From an optimization exercise on the open Yosys and OpenROAD flow, aimed at small area, a short achievable clock period and few clock cycles per item; shortcuts taken in it are not production practice. In this exercise RTL edits were held to simulation tests only and were not proved equivalent to the original.

== job 4672 ==
Design exe_stage, start of the top module:
module exe_stage #(
    parameter int addrWidth = 15
) (
    input  logic                 clk,
    input  logic                 rst,
    input  logic                 flush,
    input  logic [addrWidth-1:0] pc,
    input  logic [31:0]          inst,
    input  logic [31:0]          imm,
    input  logic [31:0]          rs1_rdata,
    input  logic [31:0]          rs2_rdata,
    input  logic                 BP_taken,
    output logic [31:0]          exe_result,
    output logic                 result_valid,
    output logic                 stall_req,
    output logic                 redirect,
    output logic [addrWidth-1:0] redirect_pc
);
Size: roughly 4800 cells after synthesis, about 110 flip-flops, about 200 I/O pins.
clock: 15.0 ns
lec_check: 0
abc_area: 1
cap_margin: 20
core_margin: 2
core_utilization: 45
setup_slack_margin: 5.0
slew_margin: 20
standard.sh (not shown) runs the stock make flow with config.mk's settings and CLKGATE_MAP_FILE= SYNTH_SCRIPT=/design/flow/synth_recipe.tcl, a recipe that flattens the netlist after the stock synthesis.
==> flow/flow/run.sh <==
#!/bin/bash
# The standard layout (the standard.sh, unchanged synthesis and steps),
# with the port buffers made of sky130_fd_sc_hd__buf_2 cells instead of the
# default delay buffers. make's full output goes to flow_make.log here; each
# ORFS step keeps its own log under orfs/logs.
set -euo pipefail
bash standard.sh "BUFFER_PORTS_ARGS=-buffer_cell sky130_fd_sc_hd__buf_2" finish > flow_make.log 2>&1
Job 4672 went all the way through the flow, and no timing, DRC or antenna check failed.
Testbench counts of job 4672, summed over its fixed seeds: cycles 34,532, insts 24,000.
--- input diff job 4672..job 1892 ---
Settings: CORE_UTILIZATION now 40, was 45; SETUP_SLACK_MARGIN now 3.5, was 5.0.
### Flow results
- Setup slack in job 1892 is 1.38 ns lower than in job 4672
- What job 1892 reported for die area has to be multiplied by 0.891 to get the figure for job 4672.
- From job 4672 to job 1892 the numbers moved as follows: wire length of the first global-routing pass went down 2.6%.
- Job 4672 vs job 1892, master of the slowest instance on the critical path: o21ai_0 vs a221oi_2
- Job 1892 was carried through to the last stage, and its layout satisfied the timing, DRC and antenna checks.
Setup changes, job 1892 to job 7739
Settings: SETUP_SLACK_MARGIN now 2.5, was 3.5.
--- outcome ---
Any difference in met1 wire length between job 1892 and job 7739 is small enough to ignore. Job 7739 vs job 1892: met3 global-route usage up. Job 7739 finished end to end and its layout was clean on timing, DRC and antenna. Comparing job 1892 and job 7739, the higher non-clock buffer area fraction after layout was measured on job 1892. Job 1892 and job 7739 ended up with roughly the same number of fill cells in the layout. Job 1892 → job 7739: utilization dropped 0.18 points; final setup slack of the worst path decreased by 0.56 ns relative to the old numbers; routed length on met3 went down; routed length per placed instance roughly the same; maximum achievable frequency dropped about 5%. On time the worst path needs with I/O delays and setup: job 7739 sits above job 1892.
Input-level comparison between job 8722 and job 7739:
Settings: SETUP_SLACK_MARGIN changed from 2.5 to 4.25.
==> results.txt <==
- On number of tap cells inserted, job 7739 and job 8722 are neck and neck.
- On global-route usage, job 7739 and job 8722 are basically level.
- Compared with job 7739, job 8722 shows a higher share of cells above drive strength 1.
- On design area, job 8722 does worse than job 7739.
- Compared with job 7739, the router placed more vias in job 8722.
- Going from job 7739 to job 8722, detailed-routing iteration count for the pre-antenna-repair pass held; number of antenna cells inserted went up 1; highest clock rate went up 11%.

---

before:
exe_stage again, from the RTL that the note above started with.
export LEC_CHECK = 0
export ABC_AREA = 1
export CAP_MARGIN = 10
export CORE_MARGIN = 2
export CORE_UTILIZATION = 40
export SETUP_SLACK_MARGIN = 5.0
export SLEW_MARGIN = 10
create_clock -name core_clock -period 15.0 [get_ports {clk}]
Scripts as last shown in full above: flow/flow/run.sh
The flow did not stop early for before: all stages ran, and the layout cleared the timing, DRC and antenna checks.
Testbench counts of before, summed over its fixed seeds: cycles 34,532, insts 24,000.
The following lists how after was set up differently from before:
--- a/flow/config.mk
+++ b/flow/config.mk
@@ -9 +9 @@
-export CAP_MARGIN = 10
+export CAP_MARGIN = 20
@@ -13 +13 @@
-export SLEW_MARGIN = 10
+export SLEW_MARGIN = 20
### Flow results
- Looking at after and before, the worst hold slack after final layout is a wash.
- Between before and after, the via total after detailed routing does not differ in any meaningful way.
- The routed wire length was comparable across after and before.
- The library cell contributing the largest single delay on the critical path comes out sky130_fd_sc_hd__o21ai_0 in one run and sky130_fd_sc_hd__o21ai_1 in the other, namely in after and before respectively.

## port drivers added, routing unchanged
No port has a modelled driver above. Below, the same layouts with a new extraction and two added sets of constraints.
Step 1, drivers: a clkbuf_16 drives clk and a buf_2 each remaining input, both assumed.
Step 2 adds t to the input delays and takes it off the output delays; t is the mean of the earliest and latest rising clock arrival at the registers after step 1. Input paths then give back, and output paths get back, about the clock's delay inside the block.
Three values: ideal ports, drivers, drivers and shift; two values: the first two.
| run | shift t [ns] | setup slack, ns | hold slack, ns | latest minus earliest clock arrival (ns) |
|---|---|---|---|---|
| job 4672 | 0.450 | 5.093 / 5.049 / 4.722 | 0.508 / 0.508 / 0.508 | 0.022 / 0.023 |
| job 1892 | 0.478 | 3.709 / 3.686 / 3.481 | 0.538 / 0.538 / 0.538 | 0.022 / 0.023 |
| job 7739 | 0.485 | 3.149 / 3.172 / 2.709 | 0.542 / 0.542 / 0.542 | 0.027 / 0.026 |
| job 8722 | 0.483 | 4.331 / 4.306 / 4.011 | 0.543 / 0.543 / 0.543 | 0.024 / 0.024 |
| before | 0.488 | 4.867 / 4.848 / 4.721 | 0.544 / 0.544 / 0.544 | 0.025 / 0.025 |
| after | 0.491 | 4.934 / 4.915 / 4.716 | 0.544 / 0.544 / 0.544 | 0.027 / 0.026 |
After both steps setup and hold are still met in every run listed. The setup slack of job 7739, which loses most, moves by +0.023 ns with the drivers and by -0.440 ns with both steps.
